From an optimization exercise on the open Yosys and OpenROAD flow, aimed at small area; shortcuts taken in it are not production practice.
In this exercise RTL edits were held to simulation tests only and were not proved equivalent to the original.
Power is estimated from default activity; no workload was simulated.

<file path="design.v">
package pueo_uram_pkg;
  localparam int URAM_SAMPLES_PER_WORD = 6;
  localparam int URAM_WORD_BITS        = 72;
  localparam int URAM_READ_MARGIN      = 5;
  typedef logic [URAM_WORD_BITS-1:0] uram_word_t;
endpackage
module pueo_sync_fifo #(
  parameter int DEPTH = 16,
  parameter int WIDTH = 72
) (
  input  logic                   i_clk,
  input  logic                   i_rst,
  input  logic                   i_push,
  input  logic                   i_pop,
  input  logic [WIDTH-1:0]       i_wdata,
  output logic [WIDTH-1:0]       o_head,
  output logic [WIDTH-1:0]       o_next,
  output logic                   o_full,
  output logic                   o_empty,
  output logic [$clog2(DEPTH):0] o_count
);
  localparam int AW = $clog2(DEPTH);
  localparam int CW = AW + 1;
  logic [WIDTH-1:0] r_mem [DEPTH];
  logic [CW-1:0]    r_wptr;
  logic [CW-1:0]    r_rptr;
  logic [AW-1:0]    w_next_addr;
  always_ff @(posedge i_clk) begin
    if (i_rst) begin
      r_wptr <= '0;
      r_rptr <= '0;
    end else begin
      if (i_push) r_wptr <= r_wptr + CW'(1);
      if (i_pop)  r_rptr <= r_rptr + CW'(1);
    end
  end
  always_ff @(posedge i_clk) begin
    if (i_push) r_mem[r_wptr[AW-1:0]] <= i_wdata;
  end
  assign w_next_addr = r_rptr[AW-1:0] + AW'(1);
  assign o_head      = r_mem[r_rptr[AW-1:0]];
  assign o_next      = r_mem[w_next_addr];
  assign o_count     = r_wptr - r_rptr;
  assign o_full      = (o_count == CW'(DEPTH));
  assign o_empty     = (o_count == '0);
endmodule
module pueo_uram_readout_buffer #(
  parameter int DEPTH     = 16,
  parameter int MARGIN    = pueo_uram_pkg::URAM_READ_MARGIN,
  parameter int FRAME_LEN = 1024,
  parameter int NBIT      = 12
) (
  input  logic                                  memclk,
  input  logic                                  memclk_rst_i,
  input  logic [NBIT*pueo_uram_pkg::URAM_SAMPLES_PER_WORD-1:0] in_tdata,
  input  logic                                  in_tvalid,
  output logic                                  in_tready,
  output logic [NBIT*pueo_uram_pkg::URAM_SAMPLES_PER_WORD-1:0] m_axis_tdata,
  output logic                                  m_axis_tvalid,
  input  logic                                  m_axis_tready,
  output logic                                  m_axis_tlast,
  output logic                                  overflow_o,
  output logic                                  frame_done_o
);
  localparam int WW = NBIT * pueo_uram_pkg::URAM_SAMPLES_PER_WORD;
  localparam int CW = $clog2(DEPTH) + 1;
  localparam int FW = $clog2(FRAME_LEN);
  logic          w_full;
  logic          w_empty;
  logic [CW-1:0] w_count;
  logic [CW-1:0] w_count_kept;
  logic [CW-1:0] w_count_next;
  logic [WW-1:0] w_head;
  logic [WW-1:0] w_next;
  logic          w_push;
  logic          w_pop;
  logic          r_tvalid;
  logic [WW-1:0] r_tdata;
  logic          r_in_tready;
  logic          r_overflow;
  logic          r_frame_done;
  logic [FW-1:0] r_frame_cnt;
  pueo_sync_fifo #(
    .DEPTH (DEPTH),
    .WIDTH (WW)
  ) u_fifo (
    .i_clk   (memclk),
    .i_rst   (memclk_rst_i),
    .i_push  (w_push),
    .i_pop   (w_pop),
    .i_wdata (in_tdata),
    .o_head  (w_head),
    .o_next  (w_next),
    .o_full  (w_full),
    .o_empty (w_empty),
    .o_count (w_count)
  );
  assign w_pop        = r_tvalid && m_axis_tready && !w_empty;
  assign w_push       = in_tvalid && (!w_full || w_pop);
  assign w_count_kept = w_count - CW'(w_pop);
  assign w_count_next = w_count_kept + CW'(w_push);
  always_ff @(posedge memclk) begin
    if (memclk_rst_i) begin
      r_tvalid     <= 1'b0;
      r_in_tready  <= 1'b1;
      r_overflow   <= 1'b0;
      r_frame_done <= 1'b0;
      r_frame_cnt  <= '0;
    end else begin
      r_tvalid     <= (w_count_kept != '0);
      r_in_tready  <= (DEPTH - int'(w_count_next)) > MARGIN;
      r_frame_done <= w_pop && m_axis_tlast;
      if (in_tvalid && !w_push) r_overflow <= 1'b1;
      if (w_pop) r_frame_cnt <= r_frame_cnt + FW'(1);
    end
  end
  always_ff @(posedge memclk) begin
    r_tdata <= w_pop ? w_next : w_head;
  end
  assign in_tready     = r_in_tready;
  assign m_axis_tdata  = r_tdata;
  assign m_axis_tvalid = r_tvalid;
  assign m_axis_tlast  = r_tvalid && (r_frame_cnt == FW'(FRAME_LEN - 1));
  assign overflow_o    = r_overflow;
  assign frame_done_o  = r_frame_done;
endmodule
</file>
<file path="run.sh">
#!/bin/bash
# synth_recipe.tcl (not shown) runs the flow's synth.tcl, then flattens the netlist and writes it again
# the make line also repeats each setting of config.mk as NAME=value (left out here)
make -C /OpenROAD-flow-scripts/flow DESIGN_CONFIG=/design/flow/config.mk WORK_HOME=/design/flow/orfs CLKGATE_MAP_FILE= SYNTH_SCRIPT=/design/flow/synth_recipe.tcl finish
</file>
<file path="config.mk">
export PLATFORM = sky130hd
export DESIGN_NAME = pueo_uram_readout_buffer
export DESIGN_NICKNAME = pueo_uram_readout_buffer
export VERILOG_FILES = /design/flow/design.v
export SDC_FILE = /design/flow/constraint.sdc
export NUM_CORES = 4
export LEC_CHECK = 0
export CAP_MARGIN = 20
export CORE_MARGIN = 2
export CORE_UTILIZATION = 40
export SLEW_MARGIN = 20
</file>
<file path="constraint.sdc">
create_clock -name core_clock -period 5.0 [get_ports {memclk}]
set_input_delay 1.0000 -clock core_clock [delete_from_list [all_inputs] [get_ports {memclk}]]
set_output_delay 1.0000 -clock core_clock [all_outputs]
set_load 0.01 [all_outputs]
</file>
==> reports/results.txt, run 1 <==
Required @ worst endpoint: 5.65 ns
Post-synth EDFFs: 1152
Cell area after layout: 0.06403 sq mm
Syn-to-layout area delta: 15.39%
Distinct cells, synth: 38
Clock transition at the registers of the reported paths: 0.06 ns
Nets@finish: 2646
P_leak: 19.02 nW
Hold crit path type: flip-flop to flip-flop
Dpl cell area: 0.05951 sq mm
Worst r2r path cells: 6
Max-Cap Viols: 0
Die Height: 376.5 um
Sink Count: 1252
Sequential fraction of the synthesis area: 0.6595
PwrDens: 461.6 mW/mm^2
RSZ-0062 raised after global routing: false
DP HPWL: 74060 um
Final min period: 3.990 ns
Post-CTS Setup Repair Bufs: 0
Yosys reg bits: 1252
Commonest cells post-synth: edfxtp_1 (1152), mux4_2 (720), dfxtp_1 (100), clkbuf_1 (98), mux2_2 (72)
CTS Buffer Depth: 3
Hold endpoint: r_overflow
Vias in the first global route: 29960
Synthesized area: 0.05549 sq mm
Initial Util: 0.4031
Worst Hold Depth: 2
Drt total wl: 142600 um
Slew margin rel.: 0.2721
Critical path class: flip-flop to flip-flop
Status: complete, no violations
Synth Area per Inst: 23.40 sq um
CTS Buf Count: 137
Initial DRT Pass Iterations: 7
Worst Tran Pin Value: 1.088 ns
Clock root buffer: clkbuf_16
Syn_nets: 2462
Port Buffer Count: 152
Final setup viols: 0
Post-synth top area share: 0.6234
Rows: 136
Final Max Tran Viols: 0
Worst clock skew: 0.02391 ns
Dominant cells by area after synthesis: edfxtp_1 (62%), mux4_2 (29%), dfxtp_1 (3.6%)
Total chip power: 29.55 mW
TritonCTS clock tree: done
Final Hold Fails: 0
Reg2Reg Launch Point: u_fifo.r_rptr[0]
Largest net degree at the start of global routing: 89
Number of fill cells: 11030
Fin crit share: 0.7980
Drt initial violations: 3228
FF+latch area: 0.03661 sq mm
Grt ovf: 0
DRC Markers: 0
CP endpoint kind: flip-flop
Via density: 6.216
F_max: 250.6 MHz
Mapped Cells: 2371
Via count: 27770
Hold buffer count at cts: 0
Placeable Area: 0.1377 sq mm
Worst-path maximum fanout: 62
Peak VDD IR: 0.4268 mV
Share of post-route cells with drive strength above 1: 0.4091
Hold_sp: r_overflow
Crit path DAT: 4.64 ns
Antenna-violating nets left: 0
Clock Latency Late Sink: 0.76 ns
Crit path launch type: flip-flop
Global-route wire length before repair: 208000 um
TNS Setup: 0 ns
Placer Congestion: 0.7602
Top-count cell post-synth: edfxtp_1
CTS H-tree lvls: 4
Drt wl/cell: 31.91 um
Gr usage total: 0.2031
IO Pins: 153
Reg2reg setup slack: 1.01 ns
R2R Path End: r_tdata[20]
Synthesis Warnings: 2
Initial antenna violation count: 16
Cell taking the most area after synthesis: edfxtp_1
Synth async-reset ratio: 0
Top_reg_cell synth: edfxtp_1
Die width: 376.5 um
Cts repair resizes: 0
Die area: 0.1417 sq mm
Multi-input logic area: 0.01818 sq mm
## sequential cells by signal, summed over array words and instances, names as in the netlist, named ones only
| name | count |
|---|---|
| r_frame_cnt | 10 |
| r_frame_done | 1 |
| r_in_tready | 1 |
| r_overflow | 1 |
| r_tdata | 72 |
| r_tvalid | 1 |
| u_fifo.r_mem | 1152 |
| u_fifo.r_rptr | 5 |
| u_fifo.r_wptr | 5 |
## worst max path at each step
stage / start / to
final: u_fifo.r_rptr[0] / r_tdata[20]
after global routing: u_fifo.r_rptr[0] / r_tdata[20]
after CTS: u_fifo.r_rptr[0] / r_tdata[30]
after detailed placement: u_fifo.r_rptr[0] / r_tdata[30]
after global placement: u_fifo.r_rptr[0] / r_tdata[19]
after floorplan: u_fifo.r_wptr[0] / u_fifo.r_mem[12][0]
## worst max-delay path, cell delays in order (launching register included)
cell and delay [ns]:
dfxtp_4 0.34, buf_4 0.78, buf_4 0.75, buf_4 0.73, mux4_2 0.43, mux4_2 0.46, mux2_2 0.27
## stage by stage
step	hold slack, ns	std cells	utilization	setup WS [ns]
after detailed placement	0.4708	4209	0.4323	1.001
after floorplan	0.4571	2371	-	-0.7227
after global routing	0.5234	4465	0.4650	0.9102
final	0.4786	4468	0.4651	1.010
after CTS	0.4888	4462	0.4648	0.9980
after global placement	0.4600	4209	0.4323	1.121
## logic make-up (layout without fill, tap and decap cells)
group	Yosys count	count (layout)	synth area share
simple gates	85	85	0.007306
fa+ha+maj	15	15	0.003518
buf+inv	184	482	0.01585
other cells	0	5	0
compound gates	12	12	0.001894
flops	1252	1252	0.6595
mux	794	794	0.3072
xor+xnor	29	29	0.004713
## cell type report
class                   count  share of cell area
repair buffers            218             0.03846
multi-input cells         935              0.2839
clock buffers             180             0.05894
flip-flops and latches   1252              0.5719
diodes                      5           0.0001954
clock inverters            73             0.01094
inverters                  11           0.0006449
well taps                1794             0.03506
## layer usage
| layer | GRT usage | vias up | part of all wire |
|---|---|---|---|
| met5 | 0 | - | 0.00045 |
| met4 | 0.06023 | 10 | 0.025 |
| met3 | 0.03701 | 259 | 0.066 |
| met2 | 0.3396 | 1273 | 0.50 |
| met1 | 0.2725 | 15270 | 0.40 |
| li1 | - | 10960 | - |
## power by group
part | switching, mW | internal, mW
sequential | 0.403 | 12.0
clock | 4.19 | 5.78
combinational | 3.03 | 4.14
## cells in the final DEF (no fill, tap or decap), types with 2 or more instances in the layout
| cell | instances |
|---|---|
| nand2b_1 | 4 |
| nor3_1 | 2 |
| clkdlybuf4s50_1 | 152 |
| clkbuf_1 | 28 |
| nand3_1 | 2 |
| inv_1 | 11 |
| diode_2 | 5 |
| nand4_1 | 8 |
| bufinv_16 | 8 |
| buf_4 | 31 |
| clkinv_8 | 5 |
| xnor2_1 | 11 |
| a31oi_1 | 2 |
| xor2_1 | 15 |
| clkbuf_8 | 12 |
| mux2_2 | 72 |
| inv_6 | 5 |
| edfxtp_1 | 1152 |
| nor3_4 | 4 |
| buf_12 | 34 |
| mux2i_1 | 2 |
| nor2_4 | 12 |
| clkinv_2 | 24 |
| mux4_2 | 720 |
| nor4_1 | 2 |
| inv_16 | 4 |
| clkinv_4 | 3 |
| clkinvlp_4 | 5 |
| ha_1 | 13 |
| a21oi_1 | 4 |
| nor2_1 | 27 |
| dfxtp_4 | 5 |
| clkbuf_16 | 140 |
| nand2_1 | 13 |
| and3_1 | 3 |
| clkinv_1 | 19 |
| dfxtp_1 | 95 |
| xnor2_2 | 3 |
| nor3b_1 | 3 |
==> run 2, diff against run 1 <==
==> design.v (replaced) <==
package pueo_uram_pkg;
  localparam int URAM_SAMPLES_PER_WORD = 6;
  localparam int URAM_WORD_BITS        = 72;
  localparam int URAM_READ_MARGIN      = 5;
  typedef logic [URAM_WORD_BITS-1:0] uram_word_t;
endpackage
module pueo_sync_fifo #(
  parameter int DEPTH = 15,
  parameter int WIDTH = 72
) (
  input  logic                   i_clk,
  input  logic                   i_push,
  input  logic [WIDTH-1:0]       i_wdata,
  input  logic [DEPTH-1:0]       i_sel,    
  input  logic                   i_hold,
  input  logic [WIDTH-1:0]       i_cur,
  output logic [WIDTH-1:0]       o_rdata
);
  logic [WIDTH-1:0] r_mem [DEPTH];
  always_ff @(posedge i_clk) begin
    if (i_push) begin
      r_mem[0] <= i_wdata;
      for (int i = 1; i < DEPTH; i++) r_mem[i] <= r_mem[i-1];
    end
  end
  always_comb begin
    o_rdata = i_hold ? i_cur : '0;
    for (int i = 0; i < DEPTH; i++)
      o_rdata = o_rdata | (i_sel[i] ? r_mem[i] : '0);
  end
endmodule
module pueo_uram_readout_buffer #(
  parameter int DEPTH     = 16,
  parameter int MARGIN    = pueo_uram_pkg::URAM_READ_MARGIN,
  parameter int FRAME_LEN = 1024,
  parameter int NBIT      = 12
) (
  input  logic                                  memclk,
  input  logic                                  memclk_rst_i,
  input  logic [NBIT*pueo_uram_pkg::URAM_SAMPLES_PER_WORD-1:0] in_tdata,
  input  logic                                  in_tvalid,
  output logic                                  in_tready,
  output logic [NBIT*pueo_uram_pkg::URAM_SAMPLES_PER_WORD-1:0] m_axis_tdata,
  output logic                                  m_axis_tvalid,
  input  logic                                  m_axis_tready,
  output logic                                  m_axis_tlast,
  output logic                                  overflow_o,
  output logic                                  frame_done_o
);
  localparam int WW = NBIT * pueo_uram_pkg::URAM_SAMPLES_PER_WORD;
  localparam int QD = DEPTH - 1;
  localparam int QW = $clog2(DEPTH);
  localparam int FW = $clog2(FRAME_LEN);
  logic          r_tvalid;
  logic [WW-1:0] r_tdata;
  logic [QW-1:0] r_qcnt;
  logic          r_in_tready;
  logic          r_overflow;
  logic          r_frame_done;
  logic [FW-1:0] r_frame_cnt;
  logic          w_pop, w_push, w_load, w_full, w_tvalid_next;
  logic [QW-1:0] w_qcnt_next;
  logic [QD-1:0] w_sel;
  logic [WW-1:0] w_rdata;
  assign w_pop         = r_tvalid && m_axis_tready;
  assign w_full        = r_tvalid && (r_qcnt == QW'(QD));
  assign w_push        = in_tvalid && (!w_full || w_pop);
  assign w_load        = (!r_tvalid || m_axis_tready) && (r_qcnt != '0);
  assign w_tvalid_next = (r_tvalid && !m_axis_tready) || (r_qcnt != '0);
  assign w_qcnt_next   = r_qcnt + QW'(w_push) - QW'(w_load);
  always_comb begin
    for (int i = 0; i < QD; i++) w_sel[i] = w_load && (r_qcnt == QW'(i + 1));
  end
  pueo_sync_fifo #(
    .DEPTH (QD),
    .WIDTH (WW)
  ) u_fifo (
    .i_clk   (memclk),
    .i_push  (w_push),
    .i_wdata (in_tdata),
    .i_sel   (w_sel),
    .i_hold  (!w_load),
    .i_cur   (r_tdata),
    .o_rdata (w_rdata)
  );
  always_ff @(posedge memclk) begin
    r_tdata <= w_rdata;
  end
  always_ff @(posedge memclk) begin
    if (memclk_rst_i) begin
      r_tvalid     <= 1'b0;
      r_qcnt       <= '0;
      r_in_tready  <= 1'b1;
      r_overflow   <= 1'b0;
      r_frame_done <= 1'b0;
      r_frame_cnt  <= '0;
    end else begin
      r_tvalid     <= w_tvalid_next;
      r_qcnt       <= w_qcnt_next;
      r_in_tready  <= (int'(w_tvalid_next) + int'(w_qcnt_next)) <= DEPTH - MARGIN - 1;
      r_frame_done <= w_pop && m_axis_tlast;
      if (in_tvalid && !w_push) r_overflow <= 1'b1;
      if (w_pop) r_frame_cnt <= r_frame_cnt + FW'(1);
    end
  end
  assign in_tready     = r_in_tready;
  assign m_axis_tdata  = r_tdata;
  assign m_axis_tvalid = r_tvalid;
  assign m_axis_tlast  = r_tvalid && (r_frame_cnt == FW'(FRAME_LEN - 1));
  assign overflow_o    = r_overflow;
  assign frame_done_o  = r_frame_done;
endmodule
==> run 2 against run 1 <==
Clock power decreased by 14%. Cell area decreased by 24%. Sequential share of layout area increased by 13 points. Die area decreased by 25%. Global-route usage decreased by 1.2 points. Final cell count decreased by 13%. Largest cell class unchanged. Total power decreased by 16%.
==> reports/results.txt, run 2 <==
Final Util: 0.4709 (was 0.4651)
Synthesized area: 0.04154 sq mm (was 0.05549 sq mm)
Drt wl/cell: 26.82 um (was 31.91 um)
Largest net degree at the start of global routing: 138 (was 89)
Commonest cells post-synth: edfxtp_1 (1080), a22oi_1 (426), nand4_1 (108), dfxtp_1 (90), clkbuf_1 (77) (was edfxtp_1 (1152), mux4_2 (720), dfxtp_1 (100), clkbuf_1 (98), mux2_2 (72))
Top_reg_cell synth: edfxtp_1 (unchanged)
Worst-path maximum fanout: 5 (was 62)
Placer Congestion: 0.7972 (was 0.7602)
TNS Setup: 0 ns (unchanged)
F_max: 281.4 MHz (was 250.6 MHz)
Initial DRT Pass Iterations: 5 (was 7)
GR Layer Usage met3: 0.03534 (was 0.03701)
Distinct cells, synth: 42 (was 38)
DRC Markers: 0 (unchanged)
Cell area after layout: 0.04860 sq mm (was 0.06403 sq mm)
Clock Latency Late Sink: 0.68 ns (was 0.76 ns)
Status: complete, no violations (unchanged)
Dpl cell area: 0.04490 sq mm (was 0.05951 sq mm)
Final min period: 3.553 ns (was 3.990 ns)
CTS Buf Count: 113 (was 137)
IO Pins: 153 (unchanged)
Met2 usage: 0.3031 (was 0.3396)
Cts repair resizes: 0 (unchanged)
Hold buffer count at cts: 0 (unchanged)
Nets@finish: 2516 (was 2646)
CTS H-tree lvls: 3 (was 4)
Clock root buffer: clkbuf_16 (unchanged)
Vias in the first global route: 23460 (was 29960)
Antenna-violating nets left: 0 (unchanged)
Multiplexer share of the synthesized area: 0.0005421 (was 0.3072)
Xor/xnor share of the synthesized area: 0.001897 (was 0.004713)
Die width: 326.3 um (was 376.5 um)
Combinational family with the most area after synthesis: compound AO/OA/AOI/OAI gates (was multiplexers)
Sequential fraction of the synthesis area: 0.8240 (was 0.6595)
Via count: 23290 (was 27770)
Synth async-reset ratio: 0 (unchanged)
Share of post-route cells with drive strength above 1: 0.09652 (was 0.4091)
CTS Buffer Depth: 3 (unchanged)
Total chip power: 24.93 mW (was 29.55 mW)
Die Height: 326.3 um (was 376.5 um)
Hold WS: 0.4435 ns (was 0.4786 ns)
Syn-to-layout area delta: 16.98% (was 15.39%)
Crit path DAT: 2.55 ns (was 4.64 ns)
Yosys reg bits: 1170 (was 1252)
Post-synth EDFFs: 1080 (was 1152)
P_leak: 15.91 nW (was 19.02 nW)
Placeable Area: 0.1032 sq mm (was 0.1377 sq mm)
DP HPWL: 54910 um (was 74060 um)
Post-CTS Setup Repair Bufs: 0 (unchanged)
Initial Util: 0.4025 (was 0.4031)
Drt total wl: 104800 um (was 142600 um)
Synth Area per Inst: 18.45 sq um (was 23.40 sq um)
Most frequent cells in the layout: edfxtp_1 (1080), a22oi_1 (426), clkdlybuf4s50_1 (152) (was edfxtp_1 (1152), mux4_2 (720), clkdlybuf4s50_1 (152))
Critical path class: flip-flop to output port (was flip-flop to flip-flop)
Worst Tran Pin Value: 1.125 ns (was 1.088 ns)
Grt ovf: 0 (unchanged)
Clock transition at the registers of the reported paths: 0.07 ns (was 0.06 ns)
Gr usage total: 0.1910 (was 0.2031)
Rows: 118 (was 136)
PwrDens: 512.9 mW/mm^2 (was 461.6 mW/mm^2)
Syn_nets: 2339 (was 2462)
Cell taking the most area after synthesis: edfxtp_1 (unchanged)
Final setup viols: 0 (unchanged)
Global-route wire length before repair: 153100 um (was 208000 um)
Synthesis Warnings: 3 (was 2)
Slew margin rel.: 0.2500 (was 0.2721)
Drt initial violations: 3314 (was 3228)
Number of fill cells: 8535 (was 11030)
TritonCTS clock tree: done (unchanged)
Final Hold Fails: 0 (unchanged)
Fin crit share: 0.7106 (was 0.7980)
Gr busiest metal: met2 (unchanged)
Via density: 5.958 (was 6.216)
Adder and majority gate portion of the synthesized area: 0.003494 (was 0.003518)
Compound-gate portion of the synthesized area: 0.1090 (was 0.001894)
Required @ worst endpoint: 4.00 ns (was 5.65 ns)
Top-count cell post-synth: edfxtp_1 (unchanged)
Crit path launch type: flip-flop (unchanged)
Post-synth top area share: 0.7807 (was 0.6234)
Worst clock skew: 0.02565 ns (was 0.02391 ns)
Dominant cells by area after synthesis: edfxtp_1 (78%), a22oi_1 (7.7%), dfxtp_1 (4.3%) (was edfxtp_1 (62%), mux4_2 (29%), dfxtp_1 (3.6%))
Max-Cap Viols: 0 (unchanged)
Max reg flops: 1080 (was 1152)
Port Buffer Count: 152 (unchanged)
Die area: 0.1065 sq mm (was 0.1417 sq mm)
Mapped Cells: 2252 (was 2371)
Met1 usage: 0.2671 (was 0.2725)
Initial antenna violation count: 4 (was 16)
Most common cell after layout, fill and taps aside: edfxtp_1 (unchanged)
Peak VDD IR: 0.3555 mV (was 0.4268 mV)
CP endpoint kind: output port (was flip-flop)
Sink Count: 1170 (was 1252)
Post-Synth Simple-Gate Area: 0.04313 (was 0.007306)
RSZ-0062 raised after global routing: false (unchanged)
Hold crit path type: flip-flop to flip-flop (unchanged)
Final Max Tran Viols: 0 (unchanged)
-- run 2: cell types whose count changed in the layout (fill, tap and decap cells not counted), sizes merged, moves of 37 or more --
cell,delta
a21oi,+38
mux2,-70
edfxtp,-72
nand4,+100
a222oi,+38
and4,+38
a22oi,+426
mux4,-720
a22o,+37
nand3,+39
-- run 2: report_power, final --
part / internal (mW) / switching [mW]
combinational: 1.69 / 2.53
sequential: 11.6 / 0.555
clock: 4.92 / 3.61
total: 18.2 / 6.69
-- run 2: kinds of logic (layout without fill, tap and decap cells) --
kind of cell	count (synthesis)	count (layout)
muxes	2	2
buffers and inverters	151	427
DFF	1170	1170
other	0	1
AOI/OAI and AO/OA	593	593
and+or+nand+nor	316	316
xor gates and xnor gates	9	9
adders and majority gates	11	11
-- run 2: cell type report --
class / count / area [sq um] / share of cell area
timing repair buffer: 209 / 2237 / 0.04603
antenna: 1 / 2.502 / 0.00005149
tap: 1380 / 1727 / 0.03553
clock inverter: 57 / 525.5 / 0.01081
sequential: 1170 / 34230 / 0.7044
multi-input combinational: 931 / 6690 / 0.1377
inverter: 4 / 15.01 / 0.0003090
clock buffer: 157 / 3168 / 0.06519
-- run 2: worst max-delay path: stages (launching register included) --
cell             delay [ns]
dfxtp_1                0.40
and4_1                 0.22
and2_1                 0.18
nand4_1                0.13
nor2_1                 0.32
clkdlybuf4s50_1        0.61
-- run 2: final timing paths --
check | slack, ns | cells after the start | endpoint | start
setup / recovery | 1.45 | 5 | m_axis_tlast | r_frame_cnt[3]
hold / removal | 0.44 | 0 | u_fifo.r_mem[4][21] | u_fifo.r_mem[3][21]
setup reg to reg | 1.66 | 13 | r_in_tready | r_qcnt[2]
hold reg to reg | 0.44 | 0 | u_fifo.r_mem[4][21] | u_fifo.r_mem[3][21]
-- run 2: layer usage --
layer / part of all wire / routed length (um)
met1: 0.42 / 43950
met2: 0.47 / 49280
met3: 0.084 / 8755
met4: 0.027 / 2827
met5: 0.00016 / 17
-- run 2: through the flow --
step                worst slack (ns)  cells
floorplan                     -15.15   2252
detailed placement            0.9899   3694
CTS                            1.411   3908
global placement              0.9337   3694
global route                   1.293   3908
finish                         1.447   3909

[port drivers added, routing unchanged]
In the flow no input, the clock included, has a driving cell. The finished layouts below were timed again as built, in two steps. Step 1 sets driving cells, clkbuf_16 on the clock port and buf_2 on the other inputs (assumed; they add their load-dependent delay and slew). Step 2, shift: input delay + t, output delay - t, t = (earliest + latest rising clock arrival at the registers) / 2. This alone moves slack from input paths to output paths. a / b / c = ideal / step 1 / step 2; a / b = the first two.
run	t (ns)	setup slack, ns	slew at the worst register clock pin (ns)
run 1	0.826	1.010 / 1.010 / 1.010	0.06 / 0.06
run 2	0.744	1.447 / 1.375 / 0.880	0.07 / 0.07
After both steps setup and hold are still met in every run listed. For run 2, which loses most, drivers alone change the setup slack by -0.072 ns; drivers and shift together by -0.567 ns.
